Context: an optimization exercise on an open-source flow, tuned for small area, a short achievable clock period and few clock cycles per item. The choices shown serve that exercise and are no tape-out recipe.
No functional check of the RTL was part of any run shown here.
Power and IR drop assume default switching activity.

`config.mk`:
```
export PLATFORM = sky130hd
export DESIGN_NAME = mining_job_tag_result_matcher_core
export DESIGN_NICKNAME = mining_job_tag_result_matcher_core
export VERILOG_FILES = /design/flow/design.v
export SDC_FILE = /design/flow/constraint.sdc
export NUM_CORES = 4
export LEC_CHECK = 0
export ABC_CLOCK_PERIOD_IN_PS = 2000
export CAP_MARGIN = 20
export CORE_MARGIN = 2
export CORE_UTILIZATION = 65
export CTS_CLUSTER_DIAMETER = 100
export CTS_CLUSTER_SIZE = 30
export SETUP_SLACK_MARGIN = 1.95
export SLEW_MARGIN = 20
export TNS_END_PERCENT = 20
```
`constraint.sdc`:
```
create_clock -name core_clock -period 4.0 [get_ports {clk}]
set_input_delay 0.8000 -clock core_clock [delete_from_list [all_inputs] [get_ports {clk}]]
set_output_delay 0.8000 -clock core_clock [all_outputs]
set_load 0.01 [all_outputs]
```
`design.v`:
```
`timescale 1ns / 1ps
package mjtm_pkg;
  localparam int TAG_W      = 7;
  localparam int CHIP_W     = 8;
  localparam int INTERVAL_W = 9;
  localparam int KIND_W     = 3;
  localparam int STATUS_W   = 3;
  localparam int PADDR_W    = 3;
  localparam logic [INTERVAL_W-1:0] INTERVAL_RESET = 9'd128;
  localparam logic [STATUS_W-1:0] ST_ISSUED      = 3'd0;
  localparam logic [STATUS_W-1:0] ST_REG         = 3'd1;
  localparam logic [STATUS_W-1:0] ST_NONCE       = 3'd2;
  localparam logic [STATUS_W-1:0] ST_UNKNOWN_REG = 3'd3;
  localparam logic [STATUS_W-1:0] ST_STALE       = 3'd4;
endpackage
`timescale 1ns / 1ps
module mjtm_front (
  input  logic [3:0] t,
  input  logic [8:0] s,
  output logic [3:0] q,
  output logic [3:0] r
);
  logic [7:0] o;
  always_comb begin
    case ({t, s[3:0]})
      8'h00: o = 8'hf0;
      8'h10: o = 8'hf1;
      8'h20: o = 8'hf2;
      8'h30: o = 8'hf3;
      8'h40: o = 8'hf4;
      8'h50: o = 8'hf5;
      8'h60: o = 8'hf6;
      8'h70: o = 8'hf7;
      8'h80: o = 8'hf8;
      8'h90: o = 8'hf9;
      8'ha0: o = 8'hfa;
      8'hb0: o = 8'hfb;
      8'hc0: o = 8'hfc;
      8'hd0: o = 8'hfd;
      8'he0: o = 8'hfe;
      8'hf0: o = 8'hff;
      8'h01: o = 8'h00;
      8'h11: o = 8'h10;
      8'h21: o = 8'h20;
      8'h31: o = 8'h30;
      8'h41: o = 8'h40;
      8'h51: o = 8'h50;
      8'h61: o = 8'h60;
      8'h71: o = 8'h70;
      8'h81: o = 8'h80;
      8'h91: o = 8'h90;
      8'ha1: o = 8'ha0;
      8'hb1: o = 8'hb0;
      8'hc1: o = 8'hc0;
      8'hd1: o = 8'hd0;
      8'he1: o = 8'he0;
      8'hf1: o = 8'hf0;
      8'h02: o = 8'h00;
      8'h12: o = 8'h01;
      8'h22: o = 8'h10;
      8'h32: o = 8'h11;
      8'h42: o = 8'h20;
      8'h52: o = 8'h21;
      8'h62: o = 8'h30;
      8'h72: o = 8'h31;
      8'h82: o = 8'h40;
      8'h92: o = 8'h41;
      8'ha2: o = 8'h50;
      8'hb2: o = 8'h51;
      8'hc2: o = 8'h60;
      8'hd2: o = 8'h61;
      8'he2: o = 8'h70;
      8'hf2: o = 8'h71;
      8'h03: o = 8'h00;
      8'h13: o = 8'h01;
      8'h23: o = 8'h02;
      8'h33: o = 8'h10;
      8'h43: o = 8'h11;
      8'h53: o = 8'h12;
      8'h63: o = 8'h20;
      8'h73: o = 8'h21;
      8'h83: o = 8'h22;
      8'h93: o = 8'h30;
      8'ha3: o = 8'h31;
      8'hb3: o = 8'h32;
      8'hc3: o = 8'h40;
      8'hd3: o = 8'h41;
      8'he3: o = 8'h42;
      8'hf3: o = 8'h50;
      8'h04: o = 8'h00;
      8'h14: o = 8'h01;
      8'h24: o = 8'h02;
      8'h34: o = 8'h03;
      8'h44: o = 8'h10;
      8'h54: o = 8'h11;
      8'h64: o = 8'h12;
      8'h74: o = 8'h13;
      8'h84: o = 8'h20;
      8'h94: o = 8'h21;
      8'ha4: o = 8'h22;
      8'hb4: o = 8'h23;
      8'hc4: o = 8'h30;
      8'hd4: o = 8'h31;
      8'he4: o = 8'h32;
      8'hf4: o = 8'h33;
      8'h05: o = 8'h00;
      8'h15: o = 8'h01;
      8'h25: o = 8'h02;
      8'h35: o = 8'h03;
      8'h45: o = 8'h04;
      8'h55: o = 8'h10;
      8'h65: o = 8'h11;
      8'h75: o = 8'h12;
      8'h85: o = 8'h13;
      8'h95: o = 8'h14;
      8'ha5: o = 8'h20;
      8'hb5: o = 8'h21;
      8'hc5: o = 8'h22;
      8'hd5: o = 8'h23;
      8'he5: o = 8'h24;
      8'hf5: o = 8'h30;
      8'h06: o = 8'h00;
      8'h16: o = 8'h01;
      8'h26: o = 8'h02;
      8'h36: o = 8'h03;
      8'h46: o = 8'h04;
      8'h56: o = 8'h05;
      8'h66: o = 8'h10;
      8'h76: o = 8'h11;
      8'h86: o = 8'h12;
      8'h96: o = 8'h13;
      8'ha6: o = 8'h14;
      8'hb6: o = 8'h15;
      8'hc6: o = 8'h20;
      8'hd6: o = 8'h21;
      8'he6: o = 8'h22;
      8'hf6: o = 8'h23;
      8'h07: o = 8'h00;
      8'h17: o = 8'h01;
      8'h27: o = 8'h02;
      8'h37: o = 8'h03;
      8'h47: o = 8'h04;
      8'h57: o = 8'h05;
      8'h67: o = 8'h06;
      8'h77: o = 8'h10;
      8'h87: o = 8'h11;
      8'h97: o = 8'h12;
      8'ha7: o = 8'h13;
      8'hb7: o = 8'h14;
      8'hc7: o = 8'h15;
      8'hd7: o = 8'h16;
      8'he7: o = 8'h20;
      8'hf7: o = 8'h21;
      8'h08: o = 8'h00;
      8'h18: o = 8'h01;
      8'h28: o = 8'h02;
      8'h38: o = 8'h03;
      8'h48: o = 8'h04;
      8'h58: o = 8'h05;
      8'h68: o = 8'h06;
      8'h78: o = 8'h07;
      8'h88: o = 8'h10;
      8'h98: o = 8'h11;
      8'ha8: o = 8'h12;
      8'hb8: o = 8'h13;
      8'hc8: o = 8'h14;
      8'hd8: o = 8'h15;
      8'he8: o = 8'h16;
      8'hf8: o = 8'h17;
      8'h09: o = 8'h00;
      8'h19: o = 8'h01;
      8'h29: o = 8'h02;
      8'h39: o = 8'h03;
      8'h49: o = 8'h04;
      8'h59: o = 8'h05;
      8'h69: o = 8'h06;
      8'h79: o = 8'h07;
      8'h89: o = 8'h08;
      8'h99: o = 8'h10;
      8'ha9: o = 8'h11;
      8'hb9: o = 8'h12;
      8'hc9: o = 8'h13;
      8'hd9: o = 8'h14;
      8'he9: o = 8'h15;
      8'hf9: o = 8'h16;
      8'h0a: o = 8'h00;
      8'h1a: o = 8'h01;
      8'h2a: o = 8'h02;
      8'h3a: o = 8'h03;
      8'h4a: o = 8'h04;
      8'h5a: o = 8'h05;
      8'h6a: o = 8'h06;
      8'h7a: o = 8'h07;
      8'h8a: o = 8'h08;
      8'h9a: o = 8'h09;
      8'haa: o = 8'h10;
      8'hba: o = 8'h11;
      8'hca: o = 8'h12;
      8'hda: o = 8'h13;
      8'hea: o = 8'h14;
      8'hfa: o = 8'h15;
      8'h0b: o = 8'h00;
      8'h1b: o = 8'h01;
      8'h2b: o = 8'h02;
      8'h3b: o = 8'h03;
      8'h4b: o = 8'h04;
      8'h5b: o = 8'h05;
      8'h6b: o = 8'h06;
      8'h7b: o = 8'h07;
      8'h8b: o = 8'h08;
      8'h9b: o = 8'h09;
      8'hab: o = 8'h0a;
      8'hbb: o = 8'h10;
      8'hcb: o = 8'h11;
      8'hdb: o = 8'h12;
      8'heb: o = 8'h13;
      8'hfb: o = 8'h14;
      8'h0c: o = 8'h00;
      8'h1c: o = 8'h01;
      8'h2c: o = 8'h02;
      8'h3c: o = 8'h03;
      8'h4c: o = 8'h04;
      8'h5c: o = 8'h05;
      8'h6c: o = 8'h06;
      8'h7c: o = 8'h07;
      8'h8c: o = 8'h08;
      8'h9c: o = 8'h09;
      8'hac: o = 8'h0a;
      8'hbc: o = 8'h0b;
      8'hcc: o = 8'h10;
      8'hdc: o = 8'h11;
      8'hec: o = 8'h12;
      8'hfc: o = 8'h13;
      8'h0d: o = 8'h00;
      8'h1d: o = 8'h01;
      8'h2d: o = 8'h02;
      8'h3d: o = 8'h03;
      8'h4d: o = 8'h04;
      8'h5d: o = 8'h05;
      8'h6d: o = 8'h06;
      8'h7d: o = 8'h07;
      8'h8d: o = 8'h08;
      8'h9d: o = 8'h09;
      8'had: o = 8'h0a;
      8'hbd: o = 8'h0b;
      8'hcd: o = 8'h0c;
      8'hdd: o = 8'h10;
      8'hed: o = 8'h11;
      8'hfd: o = 8'h12;
      8'h0e: o = 8'h00;
      8'h1e: o = 8'h01;
      8'h2e: o = 8'h02;
      8'h3e: o = 8'h03;
      8'h4e: o = 8'h04;
      8'h5e: o = 8'h05;
      8'h6e: o = 8'h06;
      8'h7e: o = 8'h07;
      8'h8e: o = 8'h08;
      8'h9e: o = 8'h09;
      8'hae: o = 8'h0a;
      8'hbe: o = 8'h0b;
      8'hce: o = 8'h0c;
      8'hde: o = 8'h0d;
      8'hee: o = 8'h10;
      8'hfe: o = 8'h11;
      8'h0f: o = 8'h00;
      8'h1f: o = 8'h01;
      8'h2f: o = 8'h02;
      8'h3f: o = 8'h03;
      8'h4f: o = 8'h04;
      8'h5f: o = 8'h05;
      8'h6f: o = 8'h06;
      8'h7f: o = 8'h07;
      8'h8f: o = 8'h08;
      8'h9f: o = 8'h09;
      8'haf: o = 8'h0a;
      8'hbf: o = 8'h0b;
      8'hcf: o = 8'h0c;
      8'hdf: o = 8'h0d;
      8'hef: o = 8'h0e;
      8'hff: o = 8'h10;
      default: o = 8'h00;
    endcase
    if (s[8:4] != 5'd0) begin
      o = {4'h0, t};
    end
  end
  assign q = o[7:4];
  assign r = o[3:0];
endmodule
`timescale 1ns / 1ps
module mjtm_queue (
  input  logic [7:0] s,
  output logic [7:0] mul3,
  output logic [7:0] mul5,
  output logic [7:0] mul7,
  output logic [7:0] mul9,
  output logic [7:0] mul11,
  output logic [7:0] mul13,
  output logic [7:0] mul15
);
  always_comb begin
    case (s[6:0])
      7'h00: mul3 = 8'h00;
      7'h01: mul3 = 8'h03;
      7'h02: mul3 = 8'h06;
      7'h03: mul3 = 8'h09;
      7'h04: mul3 = 8'h0c;
      7'h05: mul3 = 8'h0f;
      7'h06: mul3 = 8'h12;
      7'h07: mul3 = 8'h15;
      7'h08: mul3 = 8'h18;
      7'h09: mul3 = 8'h1b;
      7'h0a: mul3 = 8'h1e;
      7'h0b: mul3 = 8'h21;
      7'h0c: mul3 = 8'h24;
      7'h0d: mul3 = 8'h27;
      7'h0e: mul3 = 8'h2a;
      7'h0f: mul3 = 8'h2d;
      7'h10: mul3 = 8'h30;
      7'h11: mul3 = 8'h33;
      7'h12: mul3 = 8'h36;
      7'h13: mul3 = 8'h39;
      7'h14: mul3 = 8'h3c;
      7'h15: mul3 = 8'h3f;
      7'h16: mul3 = 8'h42;
      7'h17: mul3 = 8'h45;
      7'h18: mul3 = 8'h48;
      7'h19: mul3 = 8'h4b;
      7'h1a: mul3 = 8'h4e;
      7'h1b: mul3 = 8'h51;
      7'h1c: mul3 = 8'h54;
      7'h1d: mul3 = 8'h57;
      7'h1e: mul3 = 8'h5a;
      7'h1f: mul3 = 8'h5d;
      7'h20: mul3 = 8'h60;
      7'h21: mul3 = 8'h63;
      7'h22: mul3 = 8'h66;
      7'h23: mul3 = 8'h69;
      7'h24: mul3 = 8'h6c;
      7'h25: mul3 = 8'h6f;
      7'h26: mul3 = 8'h72;
      7'h27: mul3 = 8'h75;
      7'h28: mul3 = 8'h78;
      7'h29: mul3 = 8'h7b;
      7'h2a: mul3 = 8'h7e;
      7'h2b: mul3 = 8'h81;
      7'h2c: mul3 = 8'h84;
      7'h2d: mul3 = 8'h87;
      7'h2e: mul3 = 8'h8a;
      7'h2f: mul3 = 8'h8d;
      7'h30: mul3 = 8'h90;
      7'h31: mul3 = 8'h93;
      7'h32: mul3 = 8'h96;
      7'h33: mul3 = 8'h99;
      7'h34: mul3 = 8'h9c;
      7'h35: mul3 = 8'h9f;
      7'h36: mul3 = 8'ha2;
      7'h37: mul3 = 8'ha5;
      7'h38: mul3 = 8'ha8;
      7'h39: mul3 = 8'hab;
      7'h3a: mul3 = 8'hae;
      7'h3b: mul3 = 8'hb1;
      7'h3c: mul3 = 8'hb4;
      7'h3d: mul3 = 8'hb7;
      7'h3e: mul3 = 8'hba;
      7'h3f: mul3 = 8'hbd;
      7'h40: mul3 = 8'hc0;
      7'h41: mul3 = 8'hc3;
      7'h42: mul3 = 8'hc6;
      7'h43: mul3 = 8'hc9;
      7'h44: mul3 = 8'hcc;
      7'h45: mul3 = 8'hcf;
      7'h46: mul3 = 8'hd2;
      7'h47: mul3 = 8'hd5;
      7'h48: mul3 = 8'hd8;
      7'h49: mul3 = 8'hdb;
      7'h4a: mul3 = 8'hde;
      7'h4b: mul3 = 8'he1;
      7'h4c: mul3 = 8'he4;
      7'h4d: mul3 = 8'he7;
      7'h4e: mul3 = 8'hea;
      7'h4f: mul3 = 8'hed;
      7'h50: mul3 = 8'hf0;
      7'h51: mul3 = 8'hf3;
      7'h52: mul3 = 8'hf6;
      7'h53: mul3 = 8'hf9;
      7'h54: mul3 = 8'hfc;
      7'h55: mul3 = 8'hff;
      7'h56: mul3 = 8'h00;
      7'h57: mul3 = 8'h00;
      7'h58: mul3 = 8'h00;
      7'h59: mul3 = 8'h00;
      7'h5a: mul3 = 8'h00;
      7'h5b: mul3 = 8'h00;
      7'h5c: mul3 = 8'h00;
      7'h5d: mul3 = 8'h00;
      7'h5e: mul3 = 8'h00;
      7'h5f: mul3 = 8'h00;
      7'h60: mul3 = 8'h00;
      7'h61: mul3 = 8'h00;
      7'h62: mul3 = 8'h00;
      7'h63: mul3 = 8'h00;
      7'h64: mul3 = 8'h00;
      7'h65: mul3 = 8'h00;
      7'h66: mul3 = 8'h00;
      7'h67: mul3 = 8'h00;
      7'h68: mul3 = 8'h00;
      7'h69: mul3 = 8'h00;
      7'h6a: mul3 = 8'h00;
      7'h6b: mul3 = 8'h00;
      7'h6c: mul3 = 8'h00;
      7'h6d: mul3 = 8'h00;
      7'h6e: mul3 = 8'h00;
      7'h6f: mul3 = 8'h00;
      7'h70: mul3 = 8'h00;
      7'h71: mul3 = 8'h00;
      7'h72: mul3 = 8'h00;
      7'h73: mul3 = 8'h00;
      7'h74: mul3 = 8'h00;
      7'h75: mul3 = 8'h00;
      7'h76: mul3 = 8'h00;
      7'h77: mul3 = 8'h00;
      7'h78: mul3 = 8'h00;
      7'h79: mul3 = 8'h00;
      7'h7a: mul3 = 8'h00;
      7'h7b: mul3 = 8'h00;
      7'h7c: mul3 = 8'h00;
      7'h7d: mul3 = 8'h00;
      7'h7e: mul3 = 8'h00;
      7'h7f: mul3 = 8'h00;
      default: mul3 = '0;
    endcase
  end
  always_comb begin
    case (s[5:0])
      6'h00: mul5 = 8'h00;
      6'h01: mul5 = 8'h05;
      6'h02: mul5 = 8'h0a;
      6'h03: mul5 = 8'h0f;
      6'h04: mul5 = 8'h14;
      6'h05: mul5 = 8'h19;
      6'h06: mul5 = 8'h1e;
      6'h07: mul5 = 8'h23;
      6'h08: mul5 = 8'h28;
      6'h09: mul5 = 8'h2d;
      6'h0a: mul5 = 8'h32;
      6'h0b: mul5 = 8'h37;
      6'h0c: mul5 = 8'h3c;
      6'h0d: mul5 = 8'h41;
      6'h0e: mul5 = 8'h46;
      6'h0f: mul5 = 8'h4b;
      6'h10: mul5 = 8'h50;
      6'h11: mul5 = 8'h55;
      6'h12: mul5 = 8'h5a;
      6'h13: mul5 = 8'h5f;
      6'h14: mul5 = 8'h64;
      6'h15: mul5 = 8'h69;
      6'h16: mul5 = 8'h6e;
      6'h17: mul5 = 8'h73;
      6'h18: mul5 = 8'h78;
      6'h19: mul5 = 8'h7d;
      6'h1a: mul5 = 8'h82;
      6'h1b: mul5 = 8'h87;
      6'h1c: mul5 = 8'h8c;
      6'h1d: mul5 = 8'h91;
      6'h1e: mul5 = 8'h96;
      6'h1f: mul5 = 8'h9b;
      6'h20: mul5 = 8'ha0;
      6'h21: mul5 = 8'ha5;
      6'h22: mul5 = 8'haa;
      6'h23: mul5 = 8'haf;
      6'h24: mul5 = 8'hb4;
      6'h25: mul5 = 8'hb9;
      6'h26: mul5 = 8'hbe;
      6'h27: mul5 = 8'hc3;
      6'h28: mul5 = 8'hc8;
      6'h29: mul5 = 8'hcd;
      6'h2a: mul5 = 8'hd2;
      6'h2b: mul5 = 8'hd7;
      6'h2c: mul5 = 8'hdc;
      6'h2d: mul5 = 8'he1;
      6'h2e: mul5 = 8'he6;
      6'h2f: mul5 = 8'heb;
      6'h30: mul5 = 8'hf0;
      6'h31: mul5 = 8'hf5;
      6'h32: mul5 = 8'hfa;
      6'h33: mul5 = 8'hff;
      6'h34: mul5 = 8'h00;
      6'h35: mul5 = 8'h00;
      6'h36: mul5 = 8'h00;
      6'h37: mul5 = 8'h00;
      6'h38: mul5 = 8'h00;
      6'h39: mul5 = 8'h00;
      6'h3a: mul5 = 8'h00;
      6'h3b: mul5 = 8'h00;
      6'h3c: mul5 = 8'h00;
      6'h3d: mul5 = 8'h00;
      6'h3e: mul5 = 8'h00;
      6'h3f: mul5 = 8'h00;
      default: mul5 = '0;
    endcase
  end
  always_comb begin
    case (s[5:0])
      6'h00: mul7 = 8'h00;
      6'h01: mul7 = 8'h07;
      6'h02: mul7 = 8'h0e;
      6'h03: mul7 = 8'h15;
      6'h04: mul7 = 8'h1c;
      6'h05: mul7 = 8'h23;
      6'h06: mul7 = 8'h2a;
      6'h07: mul7 = 8'h31;
      6'h08: mul7 = 8'h38;
      6'h09: mul7 = 8'h3f;
      6'h0a: mul7 = 8'h46;
      6'h0b: mul7 = 8'h4d;
      6'h0c: mul7 = 8'h54;
      6'h0d: mul7 = 8'h5b;
      6'h0e: mul7 = 8'h62;
      6'h0f: mul7 = 8'h69;
      6'h10: mul7 = 8'h70;
      6'h11: mul7 = 8'h77;
      6'h12: mul7 = 8'h7e;
      6'h13: mul7 = 8'h85;
      6'h14: mul7 = 8'h8c;
      6'h15: mul7 = 8'h93;
      6'h16: mul7 = 8'h9a;
      6'h17: mul7 = 8'ha1;
      6'h18: mul7 = 8'ha8;
      6'h19: mul7 = 8'haf;
      6'h1a: mul7 = 8'hb6;
      6'h1b: mul7 = 8'hbd;
      6'h1c: mul7 = 8'hc4;
      6'h1d: mul7 = 8'hcb;
      6'h1e: mul7 = 8'hd2;
      6'h1f: mul7 = 8'hd9;
      6'h20: mul7 = 8'he0;
      6'h21: mul7 = 8'he7;
      6'h22: mul7 = 8'hee;
      6'h23: mul7 = 8'hf5;
      6'h24: mul7 = 8'hfc;
      6'h25: mul7 = 8'h00;
      6'h26: mul7 = 8'h00;
      6'h27: mul7 = 8'h00;
      6'h28: mul7 = 8'h00;
      6'h29: mul7 = 8'h00;
      6'h2a: mul7 = 8'h00;
      6'h2b: mul7 = 8'h00;
      6'h2c: mul7 = 8'h00;
      6'h2d: mul7 = 8'h00;
      6'h2e: mul7 = 8'h00;
      6'h2f: mul7 = 8'h00;
      6'h30: mul7 = 8'h00;
      6'h31: mul7 = 8'h00;
      6'h32: mul7 = 8'h00;
      6'h33: mul7 = 8'h00;
      6'h34: mul7 = 8'h00;
      6'h35: mul7 = 8'h00;
      6'h36: mul7 = 8'h00;
      6'h37: mul7 = 8'h00;
      6'h38: mul7 = 8'h00;
      6'h39: mul7 = 8'h00;
      6'h3a: mul7 = 8'h00;
      6'h3b: mul7 = 8'h00;
      6'h3c: mul7 = 8'h00;
      6'h3d: mul7 = 8'h00;
      6'h3e: mul7 = 8'h00;
      6'h3f: mul7 = 8'h00;
      default: mul7 = '0;
    endcase
  end
  always_comb begin
    case (s[4:0])
      5'h00: mul9 = 8'h00;
      5'h01: mul9 = 8'h09;
      5'h02: mul9 = 8'h12;
      5'h03: mul9 = 8'h1b;
      5'h04: mul9 = 8'h24;
      5'h05: mul9 = 8'h2d;
      5'h06: mul9 = 8'h36;
      5'h07: mul9 = 8'h3f;
      5'h08: mul9 = 8'h48;
      5'h09: mul9 = 8'h51;
      5'h0a: mul9 = 8'h5a;
      5'h0b: mul9 = 8'h63;
      5'h0c: mul9 = 8'h6c;
      5'h0d: mul9 = 8'h75;
      5'h0e: mul9 = 8'h7e;
      5'h0f: mul9 = 8'h87;
      5'h10: mul9 = 8'h90;
      5'h11: mul9 = 8'h99;
      5'h12: mul9 = 8'ha2;
      5'h13: mul9 = 8'hab;
      5'h14: mul9 = 8'hb4;
      5'h15: mul9 = 8'hbd;
      5'h16: mul9 = 8'hc6;
      5'h17: mul9 = 8'hcf;
      5'h18: mul9 = 8'hd8;
      5'h19: mul9 = 8'he1;
      5'h1a: mul9 = 8'hea;
      5'h1b: mul9 = 8'hf3;
      5'h1c: mul9 = 8'hfc;
      5'h1d: mul9 = 8'h00;
      5'h1e: mul9 = 8'h00;
      5'h1f: mul9 = 8'h00;
      default: mul9 = '0;
    endcase
  end
  always_comb begin
    case (s[4:0])
      5'h00: mul11 = 8'h00;
      5'h01: mul11 = 8'h0b;
      5'h02: mul11 = 8'h16;
      5'h03: mul11 = 8'h21;
      5'h04: mul11 = 8'h2c;
      5'h05: mul11 = 8'h37;
      5'h06: mul11 = 8'h42;
      5'h07: mul11 = 8'h4d;
      5'h08: mul11 = 8'h58;
      5'h09: mul11 = 8'h63;
      5'h0a: mul11 = 8'h6e;
      5'h0b: mul11 = 8'h79;
      5'h0c: mul11 = 8'h84;
      5'h0d: mul11 = 8'h8f;
      5'h0e: mul11 = 8'h9a;
      5'h0f: mul11 = 8'ha5;
      5'h10: mul11 = 8'hb0;
      5'h11: mul11 = 8'hbb;
      5'h12: mul11 = 8'hc6;
      5'h13: mul11 = 8'hd1;
      5'h14: mul11 = 8'hdc;
      5'h15: mul11 = 8'he7;
      5'h16: mul11 = 8'hf2;
      5'h17: mul11 = 8'hfd;
      5'h18: mul11 = 8'h00;
      5'h19: mul11 = 8'h00;
      5'h1a: mul11 = 8'h00;
      5'h1b: mul11 = 8'h00;
      5'h1c: mul11 = 8'h00;
      5'h1d: mul11 = 8'h00;
      5'h1e: mul11 = 8'h00;
      5'h1f: mul11 = 8'h00;
      default: mul11 = '0;
    endcase
  end
  always_comb begin
    case (s[4:0])
      5'h00: mul13 = 8'h00;
      5'h01: mul13 = 8'h0d;
      5'h02: mul13 = 8'h1a;
      5'h03: mul13 = 8'h27;
      5'h04: mul13 = 8'h34;
      5'h05: mul13 = 8'h41;
      5'h06: mul13 = 8'h4e;
      5'h07: mul13 = 8'h5b;
      5'h08: mul13 = 8'h68;
      5'h09: mul13 = 8'h75;
      5'h0a: mul13 = 8'h82;
      5'h0b: mul13 = 8'h8f;
      5'h0c: mul13 = 8'h9c;
      5'h0d: mul13 = 8'ha9;
      5'h0e: mul13 = 8'hb6;
      5'h0f: mul13 = 8'hc3;
      5'h10: mul13 = 8'hd0;
      5'h11: mul13 = 8'hdd;
      5'h12: mul13 = 8'hea;
      5'h13: mul13 = 8'hf7;
      5'h14: mul13 = 8'h00;
      5'h15: mul13 = 8'h00;
      5'h16: mul13 = 8'h00;
      5'h17: mul13 = 8'h00;
      5'h18: mul13 = 8'h00;
      5'h19: mul13 = 8'h00;
      5'h1a: mul13 = 8'h00;
      5'h1b: mul13 = 8'h00;
      5'h1c: mul13 = 8'h00;
      5'h1d: mul13 = 8'h00;
      5'h1e: mul13 = 8'h00;
      5'h1f: mul13 = 8'h00;
      default: mul13 = '0;
    endcase
  end
  always_comb begin
    case (s[4:0])
      5'h00: mul15 = 8'h00;
      5'h01: mul15 = 8'h0f;
      5'h02: mul15 = 8'h1e;
      5'h03: mul15 = 8'h2d;
      5'h04: mul15 = 8'h3c;
      5'h05: mul15 = 8'h4b;
      5'h06: mul15 = 8'h5a;
      5'h07: mul15 = 8'h69;
      5'h08: mul15 = 8'h78;
      5'h09: mul15 = 8'h87;
      5'h0a: mul15 = 8'h96;
      5'h0b: mul15 = 8'ha5;
      5'h0c: mul15 = 8'hb4;
      5'h0d: mul15 = 8'hc3;
      5'h0e: mul15 = 8'hd2;
      5'h0f: mul15 = 8'he1;
      5'h10: mul15 = 8'hf0;
      5'h11: mul15 = 8'hff;
      5'h12: mul15 = 8'h00;
      5'h13: mul15 = 8'h00;
      5'h14: mul15 = 8'h00;
      5'h15: mul15 = 8'h00;
      5'h16: mul15 = 8'h00;
      5'h17: mul15 = 8'h00;
      5'h18: mul15 = 8'h00;
      5'h19: mul15 = 8'h00;
      5'h1a: mul15 = 8'h00;
      5'h1b: mul15 = 8'h00;
      5'h1c: mul15 = 8'h00;
      5'h1d: mul15 = 8'h00;
      5'h1e: mul15 = 8'h00;
      5'h1f: mul15 = 8'h00;
      default: mul15 = '0;
    endcase
  end
endmodule
`timescale 1ns / 1ps
module mining_job_tag_result_matcher_core #(
  parameter int JOB_SLOTS = 128
) (
  input  logic                              clk,
  input  logic                              rst,
  input  logic                              in_valid,
  output logic                              in_ready,
  input  logic                              action,
  input  logic [31:0]                       job_version,
  input  logic                              nonce_resp,
  input  logic [31:0]                       frame_word,
  input  logic [7:0]                        frame_addr_byte,
  input  logic [7:0]                        frame_tag_byte,
  input  logic [15:0]                       frame_version,
  output logic                              out_valid,
  input  logic                              out_ready,
  output logic [mjtm_pkg::STATUS_W-1:0]     status,
  output logic [mjtm_pkg::TAG_W-1:0]        tag,
  output logic [mjtm_pkg::CHIP_W-1:0]       chip_index,
  output logic [mjtm_pkg::KIND_W-1:0]       register_kind,
  output logic [31:0]                       data_word,
  output logic [31:0]                       full_version,
  input  logic                              psel,
  input  logic                              penable,
  input  logic                              pwrite,
  input  logic [mjtm_pkg::PADDR_W-1:0]      paddr,
  input  logic [31:0]                       pwdata,
  output logic [31:0]                       prdata,
  output logic                              pready
);
  logic [8:0]  spacing;
  logic [8:0]  spacing_n;     
  logic        sp_wr;
  assign pready = 1'b1;
  assign sp_wr  = psel && penable && pwrite && !paddr[2];
  always_ff @(posedge clk) begin
    if (rst) begin
      spacing   <= mjtm_pkg::INTERVAL_RESET;
      spacing_n <= ~mjtm_pkg::INTERVAL_RESET;
    end else if (sp_wr) begin
      spacing   <= pwdata[8:0];
      spacing_n <= ~pwdata[8:0];
    end
  end
  assign prdata = paddr[2] ? 32'd0 : {23'd0, ~spacing_n};
  logic [8:0]  sf;            
  logic [7:0]  mul3, mul5, mul7, mul9, mul11, mul13, mul15;
  logic [7:0]  t_mul3, t_mul5, t_mul7, t_mul9, t_mul11, t_mul13, t_mul15;
  logic [15:1] mbig;          
  logic        sp_hold;       
  mjtm_queue u_mul (
    .s     (spacing[7:0]),
    .mul3  (t_mul3),
    .mul5  (t_mul5),
    .mul7  (t_mul7),
    .mul9  (t_mul9),
    .mul11 (t_mul11),
    .mul13 (t_mul13),
    .mul15 (t_mul15)
  );
  always_ff @(posedge clk) begin
    sf    <= spacing;
    mul3  <= t_mul3;
    mul5  <= t_mul5;
    mul7  <= t_mul7;
    mul9  <= t_mul9;
    mul11 <= t_mul11;
    mul13 <= t_mul13;
    mul15 <= t_mul15;
    for (int m = 1; m < 16; m++) begin
      mbig[m] <= spacing >= 9'((256 + m - 1) / m);
    end
    sp_hold <= rst || sp_wr;
  end
  logic [7:0] mval [16];
  always_comb begin
    mval[0]  = 8'd0;
    mval[1]  = sf[7:0];
    mval[2]  = {sf[6:0], 1'b0};
    mval[3]  = mul3;
    mval[4]  = {sf[5:0], 2'b00};
    mval[5]  = mul5;
    mval[6]  = {mul3[6:0], 1'b0};
    mval[7]  = mul7;
    mval[8]  = {sf[4:0], 3'b000};
    mval[9]  = mul9;
    mval[10] = {mul5[6:0], 1'b0};
    mval[11] = mul11;
    mval[12] = {mul3[5:0], 2'b00};
    mval[13] = mul13;
    mval[14] = {mul7[6:0], 1'b0};
    mval[15] = mul15;
  end
  logic adv;
  logic acc;
  logic v1;
  logic out_valid_n;          
  assign adv      = !out_valid || out_ready;
  assign in_ready = (out_valid_n || out_ready) && !sp_hold;
  assign acc      = in_valid && in_ready;
  always_ff @(posedge clk) begin
    if (rst) begin
      v1          <= 1'b0;
      out_valid   <= 1'b0;
      out_valid_n <= 1'b1;
    end else if (adv) begin
      v1          <= acc;
      out_valid   <= v1;
      out_valid_n <= !v1;
    end
  end
  logic [3:0]  next_slot;
  logic [3:0]  issue_slot;
  logic [15:0] slot_valid;
  logic        a_issue;       
  logic        a_nonce;       
  logic        a_reg;         
  logic [3:0]  a_tag;
  logic [2:0]  a_kind;
  logic [7:0]  a_dvd;
  logic        a_hit;
  assign issue_slot = next_slot + 4'd3;
  assign a_hit      = slot_valid[frame_tag_byte[7:4]];
  assign a_issue    = !action;
  assign a_nonce    = action && nonce_resp;
  assign a_tag      = action ? frame_tag_byte[7:4] : issue_slot;
  assign a_dvd      = nonce_resp ? frame_word[24:17] : frame_addr_byte;
  always_comb begin
    a_reg  = 1'b0;
    a_kind = '0;
    if (action && !nonce_resp) begin
      if (frame_tag_byte == 8'h4C) begin
        a_reg = 1'b1;
      end else if (frame_tag_byte >= 8'h88 && frame_tag_byte <= 8'h8C) begin
        a_reg  = 1'b1;
        a_kind = frame_tag_byte[2:0] + 3'd1;
      end
    end
  end
  always_ff @(posedge clk) begin
    if (rst) begin
      next_slot  <= '0;
      slot_valid <= '0;
    end else if (acc && !action) begin
      next_slot              <= issue_slot;
      slot_valid[issue_slot] <= 1'b1;
    end
  end
  logic [3:0]  n_qh, n_rh, r_qh, r_rh;
  logic [15:1] n_loge, r_loge;
  logic [3:0]  a_qh;
  logic [3:0]  a_rh;
  logic [15:1] a_loge;
  mjtm_front u_front_n (
    .t (frame_word[24:21]),
    .s (sf),
    .q (n_qh),
    .r (n_rh)
  );
  mjtm_front u_front_r (
    .t (frame_addr_byte[7:4]),
    .s (sf),
    .q (r_qh),
    .r (r_rh)
  );
  always_comb begin
    for (int m = 1; m < 16; m++) begin
      n_loge[m] = frame_word[20:17] >= mval[m][3:0];
      r_loge[m] = frame_addr_byte[3:0] >= mval[m][3:0];
    end
  end
  assign a_qh   = nonce_resp ? n_qh : r_qh;
  assign a_rh   = nonce_resp ? n_rh : r_rh;
  assign a_loge = nonce_resp ? n_loge : r_loge;
  logic        s1_issue;
  logic        s1_nonce;
  logic        s1_reg;
  logic        s1_hit;
  logic [15:0] s1_sel;        
  logic [15:0] s1_sel_n;      
  logic [2:0]  s1_kind;
  logic [31:0] s1_word;       
  logic [15:0] s1_fver;
  logic [3:0]  s1_qh;
  logic [3:0]  s1_rh;
  logic [15:1] s1_loge;
  always_ff @(posedge clk) begin
    if (adv) begin
      s1_issue <= a_issue;
      s1_nonce <= a_nonce;
      s1_reg   <= a_reg;
      s1_hit   <= a_hit;
      for (int i = 0; i < 16; i++) begin
        s1_sel[i]   <= (a_issue || a_nonce) && (a_tag == 4'(i));
        s1_sel_n[i] <= !((a_issue || a_nonce) && (a_tag == 4'(i)));
      end
      s1_kind  <= a_kind;
      s1_word  <= action ? frame_word : job_version;
      s1_fver  <= frame_version;
      s1_qh    <= a_qh;
      s1_rh    <= a_rh;
      s1_loge  <= a_loge;
    end
  end
  logic s1_nhit;              
  logic s1_div;               
  assign s1_nhit = s1_nonce && s1_hit;
  assign s1_div  = s1_reg || s1_nhit;
  logic [15:1] b_ge;
  always_comb begin
    for (int m = 1; m < 16; m++) begin
      b_ge[m] = s1_div && !mbig[m] &&
                ((s1_rh > mval[m][7:4]) || ((s1_rh == mval[m][7:4]) && s1_loge[m]));
    end
  end
  logic [3:0] b_ql;
  assign b_ql[3] = b_ge[8];
  assign b_ql[2] = (b_ge[4] & !b_ge[8]) | b_ge[12];
  assign b_ql[1] = (b_ge[2] & !b_ge[4]) | (b_ge[6] & !b_ge[8]) |
                   (b_ge[10] & !b_ge[12]) | b_ge[14];
  assign b_ql[0] = (b_ge[1] & !b_ge[2]) | (b_ge[3] & !b_ge[4]) |
                   (b_ge[5] & !b_ge[6]) | (b_ge[7] & !b_ge[8]) |
                   (b_ge[9] & !b_ge[10]) | (b_ge[11] & !b_ge[12]) |
                   (b_ge[13] & !b_ge[14]) | b_ge[15];
  logic        s2_issue;
  logic        s2_nonce;
  logic        s2_reg;
  logic        s2_nhit;
  logic        s2_div;
  logic [15:0] s2_sel;        
  logic [2:0]  s2_kind;
  logic [31:0] s2_word;
  logic [15:0] s2_fver;
  logic [3:0]  s2_qh;
  logic [3:0]  s2_ql;
  always_comb begin
    s2_issue = s1_issue;
    s2_nonce = s1_nonce;
    s2_reg   = s1_reg;
    s2_nhit  = s1_nhit;
    s2_div   = s1_div;
    s2_sel   = s1_sel;
    s2_kind  = s1_kind;
    s2_word  = s1_word;
    s2_fver  = s1_fver;
    s2_qh    = s1_div ? s1_qh : 4'd0;
    s2_ql    = b_ql;
  end
  logic [2:0] s2_status;
  always_comb begin
    if (s2_issue) begin
      s2_status = mjtm_pkg::ST_ISSUED;
    end else if (s2_reg) begin
      s2_status = mjtm_pkg::ST_REG;
    end else if (s2_nhit) begin
      s2_status = mjtm_pkg::ST_NONCE;
    end else if (s2_nonce) begin
      s2_status = mjtm_pkg::ST_STALE;
    end else begin
      s2_status = mjtm_pkg::ST_UNKNOWN_REG;
    end
  end
  logic [31:0] version_mem [16];
  logic [31:0] s2_rd;
  logic [3:0]  s2_tag;
  always_comb begin
    s2_rd  = '0;
    s2_tag = '0;
    for (int i = 0; i < 16; i++) begin
      s2_rd[15:0]  = s2_rd[15:0] | ({16{s2_sel[i]}} & version_mem[i][15:0]);
      s2_rd[31:16] = s2_rd[31:16] | ({16{!s1_sel_n[i]}} & version_mem[i][31:16]);
      s2_tag = s2_tag | ({4{s2_sel[i]}} & 4'(i));
    end
  end
  always_ff @(posedge clk) begin
    for (int i = 0; i < 16; i++) begin
      if (v1 && s2_issue && s2_sel[i]) begin
        version_mem[i] <= s2_word;
      end
    end
  end
  always_ff @(posedge clk) begin
    if (adv) begin
      status        <= s2_status;
      tag           <= {s2_tag, 3'b000};
      register_kind <= s2_kind;
      chip_index    <= {s2_qh, s2_ql};
      data_word     <= s2_div ? s2_word : 32'd0;
      full_version  <= s2_nhit ? (s2_rd | {3'b000, s2_fver, 13'b0}) : 32'd0;
    end
  end
endmodule
```
`flow/run.sh`:
```
#!/bin/bash
# Standard synthesis, then the standard layout with port buffers of
# sky130_fd_sc_hd__buf_2 and no dummy loads in the clock tree.
set -euo pipefail
bash standard.sh synth > synth.log 2>&1
bash standard.sh \
  "BUFFER_PORTS_ARGS=-buffer_cell sky130_fd_sc_hd__buf_2" \
  "CTS_ARGS=-sink_clustering_enable -repair_clock_nets -dont_use_dummy_load -sink_clustering_size 30 -sink_clustering_max_diameter 100" \
  finish > layout.log 2>&1
```
`standard.sh`:
```
#!/bin/bash
# synth_recipe.tcl (not shown) runs the flow's synth.tcl, then flattens the netlist and writes it again
# the make line also repeats each setting of config.mk as NAME=value (left out here)
make -C /OpenROAD-flow-scripts/flow DESIGN_CONFIG=/design/flow/config.mk WORK_HOME=/design/flow/orfs CLKGATE_MAP_FILE= SYNTH_SCRIPT=/design/flow/synth_recipe.tcl "${@:-finish}"
```
==> summary.txt, run 1 <==
Status
  – Outcome: no timing/DRC/antenna violations

CTS
  – Worst-path clk slew: roughly 0.11 ns
  – CTS Buf Count: 35
  – Clock Tree Root: clkbuf_16
  – Worst-Skew Late Latency: 0.61 ns
  – CTS tree: built
  – Clock Path Buffers: 3
  – CTS sink cnt: between 800 and 900
  – H-tree depth: 2

STA
  – Crit share post-route: between 50% and 60%
  – Fin. max-slew vios: 0
  – Min Tclk post-route: between 2 and 2.5 ns
  – Final setup fails: 0
  – Worst rel slew slack: 31.6%
  – Hold_ws: approximately 0.37 ns
  – RSZ-0062 raised after global routing: yes
  – Setup ws final: between 1.5 and 2 ns
  – Setup_tns: 0 ns
  – Max Clk Rate: approximately 430 MHz
  – Slew @ Worst Pin: between 1 and 1.5 ns
  – Worst Clk Skew: slightly below 0.08 ns
  – Final hold violation count: 0

Place
  – Post-DP Area: 38600 sq um
  – Detailed placement HPWL: between 60000 and 70000 um
  – Pre-CTS setup slack: approximately 1.0 ns
  – Placed cells: 3626
  – I/O Buffers: between 200 and 250
  – Placer Congestion: 0.934

Worst setup path
  – Top delay family on crit path: simple AND/OR/NAND/NOR gates
  – CP endpoint kind: flip-flop
  – Crit path buffers/inverters: 1
  – CP startpoint kind: flip-flop
  – R2R Path End: chip_index[0]
  – Reg-to-reg slack, setup: about 1.7 ns
  – Slowest-stage cell, CP: or4_4
  – Worst reg2reg startpoint: s1_rh[3]
  – Crit path capture: chip_index[0]
  – Crit path from: s1_rh[3]
  – WP data arrival: between 2 and 3 ns
  – Worst path max stage delay: ~0.48 ns
  – CP Cell Sequence: buf_6 -> ha_4 -> nand3_2 -> nor3b_2 -> or4_4 -> o211ai_1 -> o2111ai_2 -> nand4b_1
  – Critical path class: reg -> reg
  – Required time of the critical path: about 4.3 ns
  – Max FO, Critical Path: 2
  – CP Depth: 8
  – Reg2reg path depth: 8

Logic synthesis
  – Avg Cell Area, Syn: 13.4 sq um
  – Yosys warnings: 5
  – Register area share after synthesis: ~64%
  – Post-synth ARST share: 0%
  – Post-synthesis cell count: ~2700
  – Synth Cell Area: roughly 37000 sq um
  – Synth cell types: 79
  – Multiplexer share of the synthesized area: between 2 and 3%
  – Adder and majority cell fraction of the synthesized area: under 10%
  – Post-synth top flop: edfxtp_1
  – Simple-gate share of the synthesized area: 7.72%
  – Post-synth EDFFs: ~700
  – XOR/XNOR Fraction of Synth Area: less than 1%
  – Compound-Gate Fraction of Synth Area: 14.3%
  – Seq cells post-synth: ~830
  – Largest family of logic cells by synthesized area: compound AO/OA/AOI/OAI gates

Drt
  – Post-route ant nets: 0
  – TritonRoute pass-1 iters: 6
  – Via density: ~6.6
  – Detailed-route DRC error count: 0
  – WL/cell: approximately 27 um
  – Detailed Route Iter0 Violations: ~2900
  – DR vias: roughly 25000
  – Overall routed net length: between 90000 and 100000 um

Cells and area
  – Antenna diodes: 0
  – Layout cell share with drive strength beyond 1: approximately a fifth
  – Nets@finish: between 3000 and 4000
  – Number of flip-flops in the largest register: between 500 and 600
  – FILL cells: ~3800
  – Post-Layout Inst Area: 40900 sq um
  – Area added between synthesis and finish: 11.4%
  – Layout Cells excl Fill: about 3700
  – Final Core Density: 72.8%
  – Largest register by flop count: version_mem

Die
  – Starting density of the core: roughly 65%
  – Placement Rows: 87
  – DIE AREA: between 50000 and 60000 sq um
  – IO Pins: 260
  – Core ar.: about 56000 sq um
  – Height of the die: 242 um
  – Die X-Extent: about 240 um

Power
  – VDD IR max: approximately 0.00029 V
  – Pwr Total: ~15 mW
  – Pwr per Cell Area: 375 nW/um^2
  – Leakage Power: 15.0 nW

Flow run
  – Total of max-cap violations: 0

GRT
  – Gr ovfl total: 0
  – Largest net degree at the start of global routing: 67
  – Wire length of the first global-routing pass: 147000 um
  – Number of global-route vias before repair: around 24000
  – Initial antenna violation count: 4
  – Total track usage: 33.3%

Min path
  – Hold path startpoint: frame_version[1]
  – Worst hold path type: in -> reg
-- cell usage after synthesis (44+ instances only) --
master	number	area (sq um)
a21oi_1	122	611
a221oi_1	77	674
a22o_1	105	920
a22oi_1	58	435
a31oi_1	44	275
clkbuf_1	120	450
dfxtp_1	122	2440
edfxtp_1	704	21100
ha_1	203	2540
inv_1	137	514
nand2_1	145	544
nand2b_1	48	300
nor2_1	133	499
nor2b_1	77	482
o21ai_0	109	546
-- metal layers --
metal / routed length, um / track usage (%) / vias to the layer above
met2: 48600 / 56.7 / 1400
met3: 9040 / 4.68 / 250
met4: 3830 / 11.9 / 6
met1: 37500 / 44.0 / 12100
li1: - / - / 11000
met5: 43 / 0 / -
-- layout by cell type (no fill, tap or decap), types with 21 or more instances in the layout --
cell type / count
mux2_2: 38
buf_4: 107
nand2b_1: 45
ha_1: 178
a221oi_1: 74
a22oi_1: 58
a22o_1: 105
a21o_1: 36
conb_1: 27
inv_1: 125
nor2_1: 131
ha_4: 24
nand2_1: 140
edfxtp_1: 704
mux2i_1: 30
dfxtp_1: 114
nor2b_1: 70
a21oi_1: 116
clkbuf_16: 36
buf_6: 22
buf_2: 205
a31oi_1: 44
o21ai_0: 98
a211oi_1: 21
-- cell type report --
class	instances	area (sq um)	area share, %
flip-flops and latches	826	23600	57.7
repair buffers	345	2300	5.64
clock buffers	35	876	2.14
multi-input cells	1627	12600	30.8
well taps	756	946	2.31
inverters	140	566	1.38
-- where the power goes --
group          switching, mW  total, mW  leakage, nW  internal (mW)
sequential             0.216       9.80         7.72           9.58
clock                   2.43       4.01        0.431           1.58
combinational          0.891       1.51         6.82          0.623
-- worst reg2reg max path: cells and delay by family, from the launching register on --
family	cells	cell delay, ns
AO/OA/AOI/OAI	2	0.47
adder cells (fa/ha/maj)	1	0.21
flip-flops	1	0.45
buffers and inverters	1	0.16
AND/OR/NAND/NOR	4	0.79
-- logic make-up after synthesis --
logic type	after synthesis
fa+ha+maj	203
simple gates	563
other cells	2
flops	826
buf+inv	322
xor+xnor	17
mux	81
compound gates	735
-- what timing repair did --
| item | in CTS | in global routing |
|---|---|---|
| hold buffers | 0 | 0 |
| resized for setup | 127 | 65 |
| gates cloned | 1 | 1 |
| endpoints found under the setup margin | 296 | 277 |
| pin swaps | 25 | 34 |
| buffers inserted | 48 | 17 |
-- how the worst min path moves through the flow --
stage / cells past startpoint / slack [ns] / endpoint
4_1_cts: 1 / 0.35 / s1_fver[13]
2_1_floorplan: 0 / 0.33 / sf[3]
3_5_place_dp: 0 / 0.38 / sf[7]
6_report: 1 / 0.37 / s1_fver[1]
5_1_grt: 1 / 0.35 / s1_fver[4]
3_3_place_gp: 0 / 0.37 / sf[7]
==> run 2, diff against run 1 <==
--- a/design.v
+++ b/design.v
@@ -838,7 +838,7 @@
   logic        a_nonce;       
   logic        a_reg;         
   logic [3:0]  a_tag;
-  logic [2:0]  a_kind;
+  logic        a_k8x;         
   logic [7:0]  a_dvd;
   logic        a_hit;
   assign issue_slot = next_slot + 4'd3;
@@ -847,18 +847,8 @@
   assign a_nonce    = action && nonce_resp;
   assign a_tag      = action ? frame_tag_byte[7:4] : issue_slot;
   assign a_dvd      = nonce_resp ? frame_word[24:17] : frame_addr_byte;
-  always_comb begin
-    a_reg  = 1'b0;
-    a_kind = '0;
-    if (action && !nonce_resp) begin
-      if (frame_tag_byte == 8'h4C) begin
-        a_reg = 1'b1;
-      end else if (frame_tag_byte >= 8'h88 && frame_tag_byte <= 8'h8C) begin
-        a_reg  = 1'b1;
-        a_kind = frame_tag_byte[2:0] + 3'd1;
-      end
-    end
-  end
+  assign a_k8x = (frame_tag_byte >= 8'h88) && (frame_tag_byte <= 8'h8C);
+  assign a_reg = action && !nonce_resp && ((frame_tag_byte == 8'h4C) || a_k8x);
   always_ff @(posedge clk) begin
     if (rst) begin
       next_slot  <= '0;
@@ -868,39 +858,28 @@
       slot_valid[issue_slot] <= 1'b1;
     end
   end
-  logic [3:0]  n_qh, n_rh, r_qh, r_rh;
-  logic [15:1] n_loge, r_loge;
-  logic [3:0]  a_qh;
-  logic [3:0]  a_rh;
-  logic [15:1] a_loge;
-  mjtm_front u_front_n (
-    .t (frame_word[24:21]),
-    .s (sf),
-    .q (n_qh),
-    .r (n_rh)
-  );
-  mjtm_front u_front_r (
-    .t (frame_addr_byte[7:4]),
+  logic [3:0] a_qh;
+  logic [3:0] a_rh;
+  mjtm_front u_front (
+    .t (a_dvd[7:4]),
     .s (sf),
-    .q (r_qh),
-    .r (r_rh)
+    .q (a_qh),
+    .r (a_rh)
   );
+  logic [15:1] a_loge;
   always_comb begin
     for (int m = 1; m < 16; m++) begin
-      n_loge[m] = frame_word[20:17] >= mval[m][3:0];
-      r_loge[m] = frame_addr_byte[3:0] >= mval[m][3:0];
+      a_loge[m] = a_dvd[3:0] >= mval[m][3:0];
     end
   end
-  assign a_qh   = nonce_resp ? n_qh : r_qh;
-  assign a_rh   = nonce_resp ? n_rh : r_rh;
-  assign a_loge = nonce_resp ? n_loge : r_loge;
   logic        s1_issue;
   logic        s1_nonce;
   logic        s1_reg;
   logic        s1_hit;
   logic [15:0] s1_sel;        
   logic [15:0] s1_sel_n;      
-  logic [2:0]  s1_kind;
+  logic        s1_k8x;
+  logic [2:0]  s1_kraw;       
   logic [31:0] s1_word;       
   logic [15:0] s1_fver;
   logic [3:0]  s1_qh;
@@ -916,7 +895,8 @@
         s1_sel[i]   <= (a_issue || a_nonce) && (a_tag == 4'(i));
         s1_sel_n[i] <= !((a_issue || a_nonce) && (a_tag == 4'(i)));
       end
-      s1_kind  <= a_kind;
+      s1_k8x   <= a_k8x;
+      s1_kraw  <= frame_tag_byte[2:0];
       s1_word  <= action ? frame_word : job_version;
       s1_fver  <= frame_version;
       s1_qh    <= a_qh;
@@ -962,7 +942,7 @@
     s2_nhit  = s1_nhit;
     s2_div   = s1_div;
     s2_sel   = s1_sel;
-    s2_kind  = s1_kind;
+    s2_kind  = (s1_reg && s1_k8x) ? s1_kraw + 3'd1 : 3'd0;
     s2_word  = s1_word;
     s2_fver  = s1_fver;
     s2_qh    = s1_div ? s1_qh : 4'd0;
==> summary.txt, run 2 <==
GRT
  – Initial antenna violation count: 2
  – Gr ovfl total: 0
  – Number of global-route vias before repair: roughly 22000
  – Largest net degree at the start of global routing: ~130
  – Total track usage: between 30% and 40%
  – Wire length of the first global-routing pass: 135000 um

CTS
  – CTS tree: built
  – Clock Tree Root: clkbuf_16
  – Clock Path Buffers: 3
  – Worst-Skew Late Latency: ~0.6 ns
  – Worst-path clk slew: ~0.11 ns
  – CTS Buf Count: 34
  – Number of hold buffers added after cts: 0
  – H-tree depth: 2
  – CTS sink cnt: slightly above 800

Cells and area
  – Nets@finish: 2996
  – FILL cells: 3512
  – Layout cell share with drive strength beyond 1: a little under a fifth
  – Commonest non-fill, non-tap cell in the layout: edfxtp_1
  – Antenna diodes: 0
  – Largest register by flop count: version_mem
  – Number of flip-flops in the largest register: roughly 510
  – Commonest non-fill, non-tap cells in the layout: 705 x edfxtp_1, 206 x buf_2, 137 x nand2_1
  – FF+latch area: around 24000 sq um
  – Area of the multi-input gates: just over 10000 sq um
  – Area added between synthesis and finish: 10.4%

Logic synthesis
  – Avg Cell Area, Syn: approximately 14 sq um
  – Seq cells post-synth: a little over 800
  – Yosys top cell area share: just over 60%
  – Synth cell types: 76
  – Post-synthesis cell count: ~2500
  – Post-synth ARST share: 0%
  – Post-synth top flop: edfxtp_1
  – Register area share after synthesis: around 68%
  – Synth area leader: edfxtp_1
  – Most common cell in the netlist: edfxtp_1
  – Synth Cell Area: approximately 35000 sq um
  – Commonest cells post-synth: 705 x edfxtp_1, 147 x ha_1, 137 x nand2_1
  – Yosys warnings: 5
  – Post-synth EDFFs: 705
  – Area contributors post-synth: edfxtp_1 61%, dfxtp_1 7.0%, ha_1 5.3%, a22o_1 2.6%, a221oi_1 2.0%

STA
  – Worst rel slew slack: slightly below 30%
  – Final setup fails: 0
  – Final hold violation count: 0
  – Setup_tns: 0 ns
  – RSZ-0062 raised after global routing: yes
  – Min Tclk post-route: 2.29 ns
  – Crit share post-route: between 50% and 60%
  – Worst Clk Skew: approximately 0.070 ns
  – Setup ws final: ~1.7 ns
  – Slew @ Worst Pin: 1.05 ns
  – Fin. max-slew vios: 0
  – Max Clk Rate: 436 MHz

Worst setup path
  – WP data arrival: 2.56 ns
  – CP Cell Sequence: clkinvlp_4 -> ha_2 -> a21boi_0 -> a211oi_1 -> o31ai_1 -> a2111oi_1 -> a211oi_1
  – CP startpoint kind: flip-flop
  – Top cell by count, worst path: a211oi_1
  – Max FO, Critical Path: 9
  – Slowest-stage cell, CP: a2111oi_1
  – Crit path buffers/inverters: 1
  – Critical path class: reg -> reg
  – Required time of the critical path: 4.27 ns
  – CP endpoint kind: flip-flop
  – Worst path max stage delay: between 0.4 and 0.5 ns
  – Top delay family on crit path: compound AO/OA/AOI/OAI gates
  – Reg-to-reg slack, setup: 1.71 ns

Die
  – Core ar.: 52700 sq um
  – Starting density of the core: approximately two thirds
  – Height of the die: 235 um
  – Die X-Extent: approximately 240 um
  – Placement Rows: 84
  – IO Pins: 260
  – DIE AREA: roughly 55000 sq um

Status
  – Outcome: no timing/DRC/antenna violations

Power
  – Pwr Total: about 15 mW
  – Pwr per Cell Area: around 400 nW/um^2
  – VDD IR max: 0.000294 V
  – Leakage Power: 13.8 nW

Drt
  – Via density: 6.65
  – Detailed Route Iter0 Violations: 2954
  – TritonRoute pass-1 iters: 6
  – WL/cell: between 20 and 30 um
  – Post-route ant nets: 0
  – DR vias: 22600
  – Overall routed net length: 90800 um
  – Detailed-route DRC error count: 0

Place
  – Pre-CTS setup slack: 0.853 ns
  – I/O Buffers: between 200 and 250
  – Placer Congestion: between 0.9 and 1
  – Detailed placement HPWL: about 55000 um

Flow run
  – Total of max-cap violations: 0

Min path
  – Worst hold path type: in -> reg
## run 2: cell types whose count changed in the layout (fill, tap and decap cells not counted), sizes merged, moves of 11 or more
cell and delta:
nor2 -17, ha -56, buf -24, mux2i -11, o21ai -15, nor2b -14, a21oi -11, a21o -27
inv -21, nor3 +11
## run 2: layer usage
metal  up-vias  share of wire (%)  wire length, um  global-route usage [%]
met3       185                9.8             8860                    4.66
met1     11200                 38            34800                    44.8
met2      1268                 48            43800                    53.2
met5         -              0.032               29                       0
li1       9941                  -                -                       -
met4         4                3.6             3240                    11.0
## run 2: path summary, 6_finish.rpt
path | end | cells past startpoint | start
setup / recovery | s1_qh[0] | 7 | sf[0]
setup reg to reg | s1_qh[0] | 7 | sf[0]
hold / removal | s1_fver[12] | 1 | frame_version[12]
hold reg to reg | out_valid_n | 2 | out_valid_n
## run 2: what timing repair did
action / CTS / global route
pin swaps: 31 / 0
setup buffers: 58 / 9
cloned: 2 / 0
gates resized for setup: 89 / 2
setup endpoints to repair: 547 / 235
## run 2: worst register-to-register path, cell delays in order (launching register included)
cell        delay (ns)
dfxtp_4           0.38
clkinvlp_4        0.14
ha_2              0.34
a21boi_0          0.20
a211oi_1          0.28
o31ai_1           0.10
a2111oi_1         0.48
a211oi_1          0.11
## run 2: logic make-up (layout without fill, tap and decap cells)
group | count (synthesis) | after routing | share of synthesized area (%)
compound gates | 642 | 642 | 13.3
xor+xnor | 15 | 15 | 0.379
fa+ha+maj | 147 | 147 | 5.30
buf+inv | 276 | 470 | 3.41
flops | 827 | 827 | 68.0
mux | 66 | 67 | 2.29
other cells | 2 | 27 | 0.0216
simple gates | 512 | 512 | 7.24
## run 2: final cells by class
class | instances | share of cell area [%]
clock buffers | 34 | 2.22
multi-input cells | 1410 | 27.1
repair buffers | 320 | 5.47
inverters | 116 | 1.21
flip-flops and latches | 827 | 61.7
well taps | 688 | 2.25
## run 2: metrics by stage
stage          hold slack [ns]  util (%)  instance area, sq um  std cells
2_1_floorplan            0.329         -                 34800       2512
3_3_place_gp             0.432      69.1                 36400       3291
3_5_place_dp             0.450      69.1                 36400       3291
4_1_cts                  0.344      72.5                 38200       3385
5_1_grt                  0.351      72.7                 38300       3395
6_report                 0.361      72.7                 38300       3395
## run 2: power by group
group	internal (mW)	switching [mW]	leakage, nW
logic	0.572	0.817	5.66
clock network	1.54	2.43	0.419
registers	9.60	0.219	7.73
total	11.7	3.46	13.8
==> run 3, diff against run 2 <==
--- a/design.v
+++ b/design.v
@@ -750,6 +750,15 @@
   output logic [31:0]                       prdata,
   output logic                              pready
 );
+  function automatic logic ge4(input logic [3:0] r, input logic [3:0] h,
+                               input logic lo);
+    logic [3:0] g;            
+    logic [3:0] e;            
+    g = r & ~h;
+    e = (r | ~h) & (~r | h);
+    ge4 = g[3] | (e[3] & g[2]) | (e[3] & e[2] & g[1]) |
+          (e[3] & e[2] & e[1] & g[0]) | (e[3] & e[2] & e[1] & e[0] & lo);
+  endfunction
   logic [8:0]  spacing;
   logic [8:0]  spacing_n;     
   logic        sp_wr;
@@ -911,8 +920,7 @@
   logic [15:1] b_ge;
   always_comb begin
     for (int m = 1; m < 16; m++) begin
-      b_ge[m] = s1_div && !mbig[m] &&
-                ((s1_rh > mval[m][7:4]) || ((s1_rh == mval[m][7:4]) && s1_loge[m]));
+      b_ge[m] = s1_div && !mbig[m] && ge4(s1_rh, mval[m][7:4], s1_loge[m]);
     end
   end
   logic [3:0] b_ql;
==> summary.txt, run 3 <==
Cells and area
  – Commonest non-fill, non-tap cell in the layout: edfxtp_1
  – FF+latch area: between 20000 and 25000 sq um
  – Commonest non-fill, non-tap cells in the layout: 705 x edfxtp_1, 206 x buf_2, 136 x nor2_1, 136 x nand2_1, 131 x ha_1
  – Nets@finish: between 2000 and 3000
  – Area of the multi-input gates: just over 10000 sq um
  – Layout cell share with drive strength beyond 1: between 10% and 20%
  – Largest register by flop count: version_mem
  – FILL cells: approximately 3400
  – Area added between synthesis and finish: 10.7%
  – Number of flip-flops in the largest register: between 500 and 600

Drt
  – Via density: between 6 and 7
  – DR vias: approximately 22000
  – Detailed Route Iter0 Violations: approximately 3000
  – TritonRoute pass-1 iters: 8
  – Post-route ant nets: 0
  – Overall routed net length: approximately 90000 um
  – WL/cell: 26.7 um
  – Detailed-route DRC error count: 0

Logic synthesis
  – Compound-Gate Fraction of Synth Area: 13.1%
  – Synth cell types: between 70 and 80
  – Post-synth top flop: edfxtp_1
  – Post-synthesis cell count: around 2500
  – Avg Cell Area, Syn: 14.0 sq um
  – Commonest cells post-synth: 705 x edfxtp_1, 147 x ha_1, 140 x nor2_1
  – Largest family of logic cells by synthesized area: compound AO/OA/AOI/OAI gates
  – Adder and majority cell fraction of the synthesized area: 5.34%
  – Simple-gate share of the synthesized area: under 10%
  – Multiplexer share of the synthesized area: about 2.3%
  – XOR/XNOR Fraction of Synth Area: 0.509%
  – Synth Cell Area: between 30000 and 40000 sq um
  – Synth area leader: edfxtp_1
  – Post-synth EDFFs: 705
  – Yosys warnings: 5
  – Most common cell in the netlist: edfxtp_1
  – Yosys top cell area share: between 60% and 70%
  – Area contributors post-synth: edfxtp_1 61%, dfxtp_1 7.1%, ha_1 5.3%, a22o_1 2.7%, a221oi_1 2.0%
  – Register area share after synthesis: 68.6%
  – Seq cells post-synth: ~830
  – Post-synth ARST share: 0%

Power
  – Cell-internal power: 11.7 mW
  – Leakage Power: around 14 nW
  – Pwr Total: 15.2 mW
  – Pwr per Cell Area: just under 400 nW/um^2
  – Net Switching: 3.47 mW
  – Sw Share: between 20% and 30%
  – Clock share of power: 26.5%
  – Share of power burned in registers: about two thirds
  – Comb power frac: under 10%
  – VDD IR max: around 0.00031 V

Worst setup path
  – Critical path class: reg -> reg
  – CP endpoint kind: flip-flop
  – Required time of the critical path: ~4.3 ns
  – WP data arrival: 2.54 ns
  – Worst path max stage delay: between 0.6 and 0.7 ns
  – CP Cell Sequence: clkinvlp_4 -> buf_4 -> ha_4 -> buf_6 -> nand2_1 -> a211oi_1 -> a2111oi_1 -> a2111oi_4
  – CP startpoint kind: flip-flop
  – Slowest-stage cell, CP: a2111oi_1
  – Max FO, Critical Path: 5

STA
  – Setup_tns: 0 ns
  – RSZ-0062 raised after global routing: yes
  – Slew @ Worst Pin: about 1 ns
  – Worst rel slew slack: 33.3%
  – Min Tclk post-route: between 2 and 2.5 ns
  – Crit share post-route: between 50% and 60%
  – Final hold violation count: 0
  – Fin. max-slew vios: 0
  – Final setup fails: 0
  – Worst Clk Skew: roughly 0.066 ns
  – Max Clk Rate: ~440 MHz

Die
  – Core ar.: around 52000 sq um
  – DIE AREA: about 55000 sq um
  – Height of the die: between 200 and 250 um
  – Die X-Extent: 234 um
  – Starting density of the core: 65.7%
  – IO Pins: 260
  – Placement Rows: 84

CTS
  – Worst-Skew Late Latency: 0.58 ns
  – Clock Tree Root: clkbuf_16
  – Worst-path clk slew: roughly 0.11 ns
  – H-tree depth: 2
  – CTS sink cnt: slightly above 800
  – Number of hold buffers added after cts: 0
  – CTS Buf Count: 34
  – Clock Path Buffers: 3
  – CTS tree: built

GRT
  – Number of global-route vias before repair: ~21000
  – Initial antenna violation count: 4
  – Largest net degree at the start of global routing: roughly 110
  – Total track usage: around 33%
  – Wire length of the first global-routing pass: roughly 130000 um
  – Gr ovfl total: 0

Min path
  – Worst hold path type: in -> reg

Place
  – Detailed placement HPWL: about 55000 um
  – Placer Congestion: just over 0.9
  – I/O Buffers: between 200 and 250

Status
  – Outcome: no timing/DRC/antenna violations

Flow run
  – Total of max-cap violations: 0
-- run 3: changes by cell type after synthesis, moves of 7 or more --
| cell | previous run | this run |
|---|---|---|
| nor2_1 | 116 | 140 |
| nand2b_1 | 45 | 29 |
| clkbuf_1 | 98 | 105 |
| nor3_1 | 34 | 22 |
| nor2b_1 | 63 | 52 |
-- run 3: path summary, 6_finish.rpt --
path | from | endpoint | slack (ns) | cells past startpoint
min reg2reg | spacing_n[1] | spacing_n[1] | 0.47 | 1
max | sf[0] | s1_qh[0] | 1.75 | 8
min | frame_version[2] | s1_fver[2] | 0.38 | 1
max reg2reg | sf[0] | s1_qh[0] | 1.75 | 8
-- run 3: area by class of cell --
cell class / count / area share, %
antenna: 1 / 0.00656
clock buffer: 34 / 2.23
timing repair inverter: 1 / 0.0131
inverter: 119 / 1.25
timing repair buffer: 335 / 5.70
tap: 688 / 2.26
multi-input combinational: 1376 / 26.6
sequential: 827 / 62.0
-- run 3: power by group through the flow --
stage                     sequential, mW  combinational [mW]  clock, mW
after global routing                9.84                1.46       4.30
after detailed placement            10.1                1.14          0
after floorplan                     9.95               0.747          0
after global placement              10.0                1.11          0
final                               9.82                1.33       4.01
after CTS                           9.82                1.25       4.03
-- run 3: routing by layer --
layer / up-vias / routed length (um) / GRT usage (%)
li1: 9838 / - / -
met1: 11100 / 35100 / 46.0
met2: 1253 / 44000 / 54.2
met3: 176 / 8490 / 4.74
met4: 0 / 2680 / 8.64
met5: - / 0 / 0
-- run 3: per-stage QoR --
| stage | instance area, sq um | util, % | std cells | hold slack [ns] | setup WS [ns] |
|---|---|---|---|---|---|
| finish | 38100 | 72.7 | 3381 | 0.379 | 1.75 |
| global route | 38100 | 72.7 | 3381 | 0.357 | 1.65 |
| CTS | 37800 | 72.0 | 3349 | 0.358 | 1.72 |
| detailed placement | 36200 | 69.1 | 3275 | 0.453 | 0.878 |
| global placement | 36200 | 69.1 | 3275 | 0.431 | 0.881 |
| floorplan | 34500 | - | 2480 | 0.329 | -0.224 |
-- run 3: critical path: cells and delay by family, from the launching register on --
| family | cells | cell delay, ns |
|---|---|---|
| adders and majority gates | 1 | 0.17 |
| buffers and inverters | 3 | 0.54 |
| and+or+nand+nor | 1 | 0.11 |
| DFF | 1 | 0.38 |
| AOI/OAI and AO/OA | 3 | 0.81 |
-- run 3: kinds of logic after synthesis --
logic type / after synthesis
flops: 827
fa+ha+maj: 147
other cells: 2
simple gates: 488
xor+xnor: 20
compound gates: 631
mux: 63
buf+inv: 277
-- run 3: timing repair --
action                     4_1_cts  5_1_grt
setup endpoints to repair      422      198
buffers inserted                40       29
gates resized for setup         76       39
pin swaps                       14        8
cloned                           0        1

==> separate check: timing with driven ports <==
How much do the figures lean on ideal ports? The routed layouts below were timed once more, with nothing changed but the port constraints. Step 1 sets driving cells, clkbuf_16 on the clock port and buf_2 on the other inputs (assumed; they add their load-dependent delay and slew). Step 2 moves the port delays by t, midway between the first and last clock arrival at a register: inputs arrive t later, outputs are due t later. That takes back most of the time a late clock gives input paths. a / b / c = ideal ports / drivers / drivers and shift; a / b = the first two.
| run | t, ns | slack for setup (ns) | cell pins on the clock port's net |
|---|---|---|---|
| run 1 | 0.625 | 1.665 / 1.665 / 1.212 | 1 |
| run 2 | 0.634 | 1.708 / 1.708 / 1.180 | 1 |
| run 3 | 0.619 | 1.751 / 1.751 / 1.171 | 1 |
After both steps setup and hold are still met in every run listed. For run 3, which loses most, drivers alone change the setup slack by 0.000 ns; drivers and shift together by -0.580 ns.
